Context: an optimization exercise on an open-source flow, tuned for small area. The choices shown serve that exercise and are no tape-out recipe. At most, simulation tests tie the RTL to the original design; equivalence was not proved.

==> inputs of job 7028 <==
// execute_unit
module execute_unit (
    input  logic        Clk,
    input  logic        Reset,
    input  logic [4:0]  Opcode,
    input  logic        I,
    input  logic [31:0] Op1,
    input  logic [31:0] Op2,
    input  logic [31:0] Immx,
    input  logic [31:0] BranchTarget,
    output logic [31:0] AluResult,
    output logic [4:0]  AluSignal,
    output logic [1:0]  Flags,
    output logic        IsSt,
    output logic        IsLd,
    output logic        IsBeq,
    output logic        IsBgt,
    output logic        IsRet,
    output logic        IsImmediate,
    output logic        IsWb,
    output logic        IsUBranch,
    output logic        IsCall,
    output logic [31:0] BranchPC,
    output logic        IsBranchTaken
);
clock: 210.0 ns
lec_check: 0
cap_margin: 20
core_margin: 2
core_utilization: 40
slew_margin: 20
synth_hierarchical: 1
run.sh (not shown) runs the stock make flow with config.mk's settings and CLKGATE_MAP_FILE= SYNTH_SCRIPT=/design/flow/synth_recipe.tcl, a recipe that flattens the netlist after the stock synthesis.
==> job 9433: changes against job 7028 <==
--- a/flow/design.v
+++ b/flow/design.v
@@ -110,11 +110,11 @@
         en = a & {32{m_mul | m_shl}};
         if (row0only) en[0] = 1'b1;
     end
     logic [31:0] sel, r0;
     logic        co0;
-    alu_array u_arr (.n_n(~n_in), .yq(y ^ 32'h5555_5555), .cin(cin), .dlike(dlike), .en(en), .hz(hz),
+    alu_array u_arr (.n_in(n_in), .y(y), .cin(cin), .dlike(dlike), .en(en), .hz(hz),
                      .sel(sel), .r0(r0), .co0(co0));
     logic        qtype, bzero, neg, xinv;
     logic [31:0] x, arr;
     assign qtype = m_div | m_shr | m_sra;
     assign bzero = (b == 32'd0);
@@ -143,77 +143,61 @@
     end
     assign Flags         = flags_q;
     assign BranchPC      = IsRet ? Op1 : BranchTarget;
     assign IsBranchTaken = IsUBranch | (IsBeq & flags_q[0]) | (IsBgt & flags_q[1]);
 endmodule
-module cell_pg_e (input logic tn, input logic yn, output logic g, output logic p);
-    assign g = ~(tn | yn);
-    assign p = ~(tn & yn);
-endmodule
-module cell_pg_o (input logic t, input logic y, output logic gn, output logic pn);
-    assign gn = ~(t & y);
-    assign pn = ~(t | y);
-endmodule
-module cell_cy_e (input logic g, input logic p, input logic c, output logic cn);
-    assign cn = ~(g | (p & c));
-endmodule
-module cell_cy_o (input logic gn, input logic pn, input logic cn, output logic c);
-    assign c = ~(gn & (pn | cn));
-endmodule
-module cell_rz #(parameter bit TI = 1'b0, parameter bit YI = 1'b0, parameter bit CI = 1'b0,
-                 parameter bit OI = 1'b0)
-    (input logic t, input logic y, input logic c, input logic sel, output logic r);
-    assign r = OI ^ ((t ^ TI) ^ (sel & ((y ^ YI) ^ (c ^ CI))));
-endmodule
-module alu_array (
-    input  logic [31:0] n_n,
-    input  logic [31:0] yq,
-    input  logic        cin,
-    input  logic        dlike,
-    input  logic [31:0] en,
-    input  logic [31:0] hz,
-    output logic [31:0] sel,
-    output logic [31:0] r0,
-    output logic        co0
-);
-    logic [31:0] rq [0:32];
+module alu_array(input logic [31:0] n_in, input logic [31:0] y, input logic cin, input logic dlike,
+  input logic [31:0] en, input logic [31:0] hz, output logic [31:0] sel, output logic [31:0] r0, output logic co0);
+    localparam int B = 4;
+    logic [31:0] r   [0:32];
     logic [31:0] co;
-    assign rq[32] = 32'd0;
+    assign r[32] = 32'd0;
     genvar g;
     generate
         for (g = 31; g >= 0; g--) begin : g_row
             localparam int W = 32 - g;
-            logic [W-1:0] tq;        
-            logic [W:0]   cq;        
-            logic         cout;
+            localparam int NB = (W + B - 1) / B;
+            logic [W-1:0] t, s, p, k;
+            logic [W:0]   c;
+            logic [NB:0]  bc;
             if (W == 1) begin : g_t1
-                assign tq = n_n[g];
+                assign t = n_in[g];
             end else begin : g_tn
-                assign tq = {rq[g+1][W-2:0], n_n[g]};
-            end
-            assign cq[0] = cin;
+                assign t = {r[g+1][W-2:0], n_in[g]};
+            end
+            assign p = t | y[W-1:0];
+            assign k = t & y[W-1:0];
+            assign bc[0] = cin;
+            for (genvar q = 0; q < NB; q++) begin : g_blk
+                localparam int LO = q * B;
+                localparam int HI = (LO + B < W) ? LO + B : W;
+                logic [HI-LO:0] gg, pp;
+                assign gg[0] = 1'b0;
+                assign pp[0] = 1'b1;
+                for (genvar i = LO; i < HI; i++) begin : g_gp
+                    assign gg[i-LO+1] = k[i] | (p[i] & gg[i-LO]);
+                    assign pp[i-LO+1] = p[i] & pp[i-LO];
+                end
+                assign bc[q+1] = gg[HI-LO] | (pp[HI-LO] & bc[q]);
+                assign c[LO] = bc[q];
+                for (genvar i = LO; i < HI - 1; i++) begin : g_rip
+                    assign c[i+1] = (t[i] & y[i]) | (t[i] & c[i]) | (y[i] & c[i]);
+                end
+            end
+            assign c[W] = bc[NB];
             for (genvar i = 0; i < W; i++) begin : g_bit
-                if (i % 2 == 0) begin : g_e
-                    logic gg, pp;
-                    cell_pg_e u_pg (.tn(tq[i]), .yn(yq[i]), .g(gg), .p(pp));
-                    cell_cy_e u_cy (.g(gg), .p(pp), .c(cq[i]), .cn(cq[i+1]));
-                    cell_rz #(.TI(1'b1), .YI(1'b1), .CI(1'b0), .OI((g != 0) && (i % 2 == 1)))
-                        u_rz (.t(tq[i]), .y(yq[i]), .c(cq[i]), .sel(sel[g]), .r(rq[g][i]));
-                end else begin : g_o
-                    logic gg, pp;
-                    cell_pg_o u_pg (.t(tq[i]), .y(yq[i]), .gn(gg), .pn(pp));
-                    cell_cy_o u_cy (.gn(gg), .pn(pp), .cn(cq[i]), .c(cq[i+1]));
-                    cell_rz #(.TI(1'b0), .YI(1'b0), .CI(1'b1), .OI(g != 0))
-                        u_rz (.t(tq[i]), .y(yq[i]), .c(cq[i]), .sel(sel[g]), .r(rq[g][i]));
-                end
-            end
-            if (W < 32) begin : g_pad
-                assign rq[g][31:W] = '0;
-            end
-            assign cout   = (W % 2 == 1) ? ~cq[W] : cq[W];
-            assign co[g]  = cout;
-            assign sel[g] = dlike ? (cout & hz[g]) : en[g];
+                assign s[i] = y[i] ^ c[i];
+            end
+            assign co[g]  = c[W];
+            assign sel[g] = dlike ? (c[W] & hz[g]) : en[g];
+            logic [W-1:0] rr;
+            assign rr = t ^ (s & {W{sel[g]}});
+            if (W == 32) begin : g_r32
+                assign r[g] = rr;
+            end else begin : g_rn
+                assign r[g] = {{(32-W){1'b0}}, rr};
+            end
         end
     endgenerate
-    assign r0  = rq[0];
+    assign r0 = r[0];
     assign co0 = co[0];
 endmodule
==> flow/flow/run.sh (new file) <==
#!/bin/bash
# Own layout flow: the standard layout (standard.sh) with two synthesis changes.
#  - Full adders are not extracted into fa cells: the divider's carry chains must be
#    fast, and fa_1's carry path is about four times slower than plain gates.
#  - ABC maps for area only (flow/abc_area_only.script: amap); the layout's repair steps
#    then size and buffer for timing as usual.
# Everything else (floorplan, power grid, placement, CTS, routing) is standard.sh.
set -euo pipefail
W=$(pwd)
{
  echo 'proc extract_fa {args} { puts "own flow: full-adder extraction skipped" }'
  echo "proc abc {args} {"
  echo "  set i [lsearch -exact \$args -script]"
  echo "  if {\$i >= 0} { lset args [expr {\$i + 1}] $W/flow/abc_area_only.script }"
  echo "  yosys abc {*}\$args"
  echo "}"
  cat "$W/synth_recipe.tcl"
} > "$W/own_synth.tcl"
sed "s#SYNTH_SCRIPT=[^ ]*#SYNTH_SCRIPT=$W/own_synth.tcl #" "$W/standard.sh" > "$W/own_standard.sh"
bash "$W/own_standard.sh" > "$W/own_flow.log" 2>&1
==> flow/flow/abc_area_only.script (new file) <==
strash
dch
amap
topo
==> flow/standard.sh (new file) <==
#!/bin/bash
# synth_recipe.tcl (not shown) runs the flow's synth.tcl, then flattens the netlist and writes it again
# the make line also repeats each setting of config.mk as NAME=value (left out here)
make -C /OpenROAD-flow-scripts/flow DESIGN_CONFIG=/design/flow/config.mk WORK_HOME=/design/flow/orfs CLKGATE_MAP_FILE= SYNTH_SCRIPT=/design/flow/synth_recipe.tcl "${@:-finish}"
--- a/flow/config.mk
+++ b/flow/config.mk
@@ -7,6 +7,5 @@
 export LEC_CHECK = 0
 export CAP_MARGIN = 20
 export CORE_MARGIN = 2
 export CORE_UTILIZATION = 40
 export SLEW_MARGIN = 20
-export SYNTH_HIERARCHICAL = 1
removed: flow/run.sh
==> job 5679: changes against job 7028 <==
--- a/flow/design.v
+++ b/flow/design.v
@@ -86,53 +86,68 @@
     logic        inv_a, inc_a, use_a;
     logic [31:0] n_in;
     assign inv_a = sa & (dr | m_sra);
     assign inc_a = sa & dr;
     assign use_a = dlike | m_add | m_sub;
-    assign n_in  = use_a ? ((a ^ {32{inv_a}}) + {31'd0, inc_a}) : 32'd0;
+    genvar g;
+    logic [31:0] ax, ac;
+    assign ax = a ^ {32{inv_a}};
+    assign ac[0] = inc_a;
+    generate
+        for (g = 1; g < 32; g++) begin : g_ainc
+            assign ac[g] = inc_a & (&ax[g-1:0]);
+        end
+    endgenerate
+    assign n_in  = use_a ? (ax ^ ac) : 32'd0;
     logic [31:0] yv, y;
     logic        sv, yinv, cin, m_sh;
     assign m_sh = m_shl | m_shr | m_sra;
     assign yv   = m_sh ? oh : b;
     assign sv   = dr & sb;
     assign yinv = (dlike & ~sv) | m_sub | m_notb;
     assign cin  = (dlike & ~sv) | m_sub;
     assign y    = yv ^ {32{yinv}};
     logic [31:0] hz;
     assign hz[0] = 1'b1;
-    genvar g;
     generate
         for (g = 1; g < 32; g++) begin : g_hz
-            assign hz[g] = hz[g-1] & (yv[32-g] == sv);
+            assign hz[g] = hz[g-1] & y[32-g];
         end
     endgenerate
     logic [31:0] en;
     always_comb begin
         en = a & {32{m_mul | m_shl}};
         if (row0only) en[0] = 1'b1;
     end
     logic [31:0] sel, r0;
     logic        co0;
-    alu_array u_arr (.n_n(~n_in), .yq(y ^ 32'h5555_5555), .cin(cin), .dlike(dlike), .en(en), .hz(hz),
+    alu_array #(.SKIPMASK(8'b0000_0000)) u_arr (.n_n(~n_in), .yq(y ^ 32'h5555_5555), .cin(cin), .dlike(dlike), .en(en), .hz(hz),
                      .sel(sel), .r0(r0), .co0(co0));
     logic        qtype, bzero, neg, xinv;
     logic [31:0] x, arr;
     assign qtype = m_div | m_shr | m_sra;
     assign bzero = (b == 32'd0);
     assign neg   = (m_div & (sa ^ sb) & ~bzero) | (m_rem & sa);
     assign xinv  = neg | (m_sra & sa);
     assign x     = qtype ? sel : r0;
-    assign arr   = (x ^ {32{xinv}}) + {31'd0, neg};
-    always_comb begin
-        AluResult = 32'd0;
-        if (m_and)
-            AluResult = a & b;
-        else if (m_or)
-            AluResult = a | b;
-        else if (row0only | m_mul | m_shl | dlike)
-            AluResult = arr;
-    end
+    logic [31:0] xx, xc;
+    assign xx = x ^ {32{xinv}};
+    assign xc[0] = neg;
+    generate
+        for (g = 1; g < 32; g++) begin : g_xinc
+            assign xc[g] = neg & (&xx[g-1:0]);
+        end
+    endgenerate
+    assign arr   = xx ^ xc;
+    logic m_arr;
+    assign m_arr = row0only | m_mul | m_shl | dlike;
+    generate
+        for (g = 0; g < 32; g++) begin : g_res
+            alu_res_bit u_res (.arr(arr[g]), .a(a[g]), .b(b[g]), .m_and(m_and), .m_or(m_or),
+                               .m_arr(m_arr), .res(AluResult[g]));
+        end
+    endgenerate
     logic cmp_eq, cmp_lt, cmp_gt;
     assign cmp_eq = (r0 == 32'd0);
     assign cmp_lt = (sa ^ sb) ? sa : ~co0;
     assign cmp_gt = ~cmp_lt & ~cmp_eq;
     always_ff @(posedge Clk or negedge Reset) begin
@@ -157,16 +172,29 @@
     assign cn = ~(g | (p & c));
 endmodule
 module cell_cy_o (input logic gn, input logic pn, input logic cn, output logic c);
     assign c = ~(gn & (pn | cn));
 endmodule
+module cell_gp4 (input logic g0, input logic p0, input logic gn1, input logic pn1,
+                 input logic g2, input logic p2, input logic gn3, input logic pn3,
+                 output logic gg, output logic pp);
+    assign gg = ~gn3 | (~pn3 & (g2 | (p2 & (~gn1 | (~pn1 & g0)))));
+    assign pp = p0 & ~pn1 & p2 & ~pn3;
+endmodule
+module cell_cy4 (input logic gg, input logic pp, input logic c, output logic co);
+    assign co = gg | (pp & c);
+endmodule
 module cell_rz #(parameter bit TI = 1'b0, parameter bit YI = 1'b0, parameter bit CI = 1'b0,
                  parameter bit OI = 1'b0)
     (input logic t, input logic y, input logic c, input logic sel, output logic r);
     assign r = OI ^ ((t ^ TI) ^ (sel & ((y ^ YI) ^ (c ^ CI))));
 endmodule
-module alu_array (
+module alu_res_bit (input logic arr, input logic a, input logic b, input logic m_and,
+                    input logic m_or, input logic m_arr, output logic res);
+    assign res = (m_and & a & b) | (m_or & (a | b)) | (m_arr & arr);
+endmodule
+module alu_array #(parameter logic [7:0] SKIPMASK = 8'b0000_0000) (
     input  logic [31:0] n_n,
     input  logic [31:0] yq,
     input  logic        cin,
     input  logic        dlike,
     input  logic [31:0] en,
@@ -189,21 +217,29 @@
                 assign tq = n_n[g];
             end else begin : g_tn
                 assign tq = {rq[g+1][W-2:0], n_n[g]};
             end
             assign cq[0] = cin;
+            logic [W-1:0] gq, pq;      
             for (genvar i = 0; i < W; i++) begin : g_bit
+                localparam bit SKIP = ((i % 4) == 3) && (SKIPMASK[i / 4] == 1'b1);
                 if (i % 2 == 0) begin : g_e
-                    logic gg, pp;
-                    cell_pg_e u_pg (.tn(tq[i]), .yn(yq[i]), .g(gg), .p(pp));
-                    cell_cy_e u_cy (.g(gg), .p(pp), .c(cq[i]), .cn(cq[i+1]));
-                    cell_rz #(.TI(1'b1), .YI(1'b1), .CI(1'b0), .OI((g != 0) && (i % 2 == 1)))
+                    cell_pg_e u_pg (.tn(tq[i]), .yn(yq[i]), .g(gq[i]), .p(pq[i]));
+                    cell_cy_e u_cy (.g(gq[i]), .p(pq[i]), .c(cq[i]), .cn(cq[i+1]));
+                    cell_rz #(.TI(1'b1), .YI(1'b1), .CI(1'b0), .OI(1'b0))
                         u_rz (.t(tq[i]), .y(yq[i]), .c(cq[i]), .sel(sel[g]), .r(rq[g][i]));
                 end else begin : g_o
-                    logic gg, pp;
-                    cell_pg_o u_pg (.t(tq[i]), .y(yq[i]), .gn(gg), .pn(pp));
-                    cell_cy_o u_cy (.gn(gg), .pn(pp), .cn(cq[i]), .c(cq[i+1]));
+                    cell_pg_o u_pg (.t(tq[i]), .y(yq[i]), .gn(gq[i]), .pn(pq[i]));
+                    if (SKIP) begin : g_skip
+                        logic gg, pp;
+                        cell_gp4 u_gp (.g0(gq[i-3]), .p0(pq[i-3]), .gn1(gq[i-2]), .pn1(pq[i-2]),
+                                       .g2(gq[i-1]), .p2(pq[i-1]), .gn3(gq[i]), .pn3(pq[i]),
+                                       .gg(gg), .pp(pp));
+                        cell_cy4 u_cy (.gg(gg), .pp(pp), .c(cq[i-3]), .co(cq[i+1]));
+                    end else begin : g_rip
+                        cell_cy_o u_cy (.gn(gq[i]), .pn(pq[i]), .cn(cq[i]), .c(cq[i+1]));
+                    end
                     cell_rz #(.TI(1'b0), .YI(1'b0), .CI(1'b1), .OI(g != 0))
                         u_rz (.t(tq[i]), .y(yq[i]), .c(cq[i]), .sel(sel[g]), .r(rq[g][i]));
                 end
             end
             if (W < 32) begin : g_pad
--- a/flow/config.mk
+++ b/flow/config.mk
@@ -5,8 +5,8 @@
 export SDC_FILE = /design/flow/constraint.sdc
 export NUM_CORES = 4
 export LEC_CHECK = 0
 export CAP_MARGIN = 20
 export CORE_MARGIN = 2
-export CORE_UTILIZATION = 40
+export CORE_UTILIZATION = 65
 export SLEW_MARGIN = 20
 export SYNTH_HIERARCHICAL = 1
==> notes.md <==
| quantity | job 5679 | job 9433 | job 7028 |
|---|---|---|---|
| Status | complete, no violations | complete, no violations | complete, no violations |
| Distinct cell type count of the synthesized netlist | 90 | 51 | 96 |
| Count of inverters not on the clock network in the layout | 96 | 651 | 60 |
| Final instance count without filler cells | 5142 | 5911 | 5656 |
| Capture endpoint of the worst hold path | flags_q[1]$_DFFE_PN0N_ | flags_q[0]$_DFFE_PN0N_ | flags_q[0]$_DFFE_PN0N_ |
| Vias in the first global route | 25562 | 31781 | 27110 |
| Well Taps | 525 | 782 | 873 |
| Peak supply drop | 0.00482 mV | 0.00395 mV | 0.00489 mV |
| Ratio of routed vias to standard cells | 5.87 | 6.37 | 5.48 |
| Adder-cell share of the synthesized area | 0.288% | 0% | 0.385% |
| FMAX | 4.98 MHz | 5.03 MHz | 5.01 MHz |
| Synth warnings | 10 | 3 | 10 |
| Cell count of the worst hold path | 2 | 1 | 2 |
| Detailed route wirelength on metal2 | 38300 um | 49500 um | 47300 um |
| Number of filler cells placed in the layout | 3359 | 6521 | 7102 |
| Non-clock buffer total of the final layout | 318 | 328 | 344 |
| Post-Place Worst Slack | 4.14 ns | 4.29 ns | 1.78 ns |
| Worst reg2reg path startpoint | flags_q[0]$_DFFE_PN0N_ | flags_q[1]$_DFFE_PN0N_ | flags_q[1]$_DFFE_PN0N_ |
| Cell mode on critical path | a21oi_2 | clkinv_1 | a21oi_2 |
| Area of all placed cells without fillers | 30400 sq um | 29300 sq um | 32400 sq um |
| CP Launch Point | I | Opcode[2] | Opcode[1] |
| Amount of wire on met3 after detailed routing | 8370 um | 13700 um | 7280 um |
| All-Layer GR Usage | 38.2% | 34.7% | 28.2% |
Function not checked in job 9433: the RTL went through the layout flow alone.

## re-timing with driven ports
The results above use ideal ports. As a check the final layouts listed here were re-extracted and re-timed, cells and wires unchanged. Step 1 (the two cells are an assumption about what drives the block):
set clk [get_ports {Clk}]
set_driving_cell -lib_cell sky130_fd_sc_hd__clkbuf_16 $clk
set_driving_cell -lib_cell sky130_fd_sc_hd__buf_2 [delete_from_list [all_inputs] $clk]
Step 2 times the ports against the registers' clock, not the clock port: input delays grow and output delays shrink by t, the midpoint of the rising clock arrivals with the driver on. Slacks: no drivers / after step 1 / after step 2; pairs: no drivers / after step 1.
run	shift t [ns]	slack for setup (ns)	clock arrival spread, ns	slew at the worst register clock pin (ns)	pins driven straight from the clock port
job 7028	0.245	10.422 / 10.400 / 10.400	0.002 / 0.002	0.03 / 0.03	1
job 9433	0.252	11.197 / 11.167 / 11.167	0.002 / 0.002	0.03 / 0.03	1
job 5679	0.248	9.159 / 9.127 / 9.127	0.003 / 0.003	0.03 / 0.03	1
After both steps every run listed still meets setup and hold. For job 5679, which loses most, drivers alone change the setup slack by -0.032 ns; drivers and shift together by -0.032 ns.
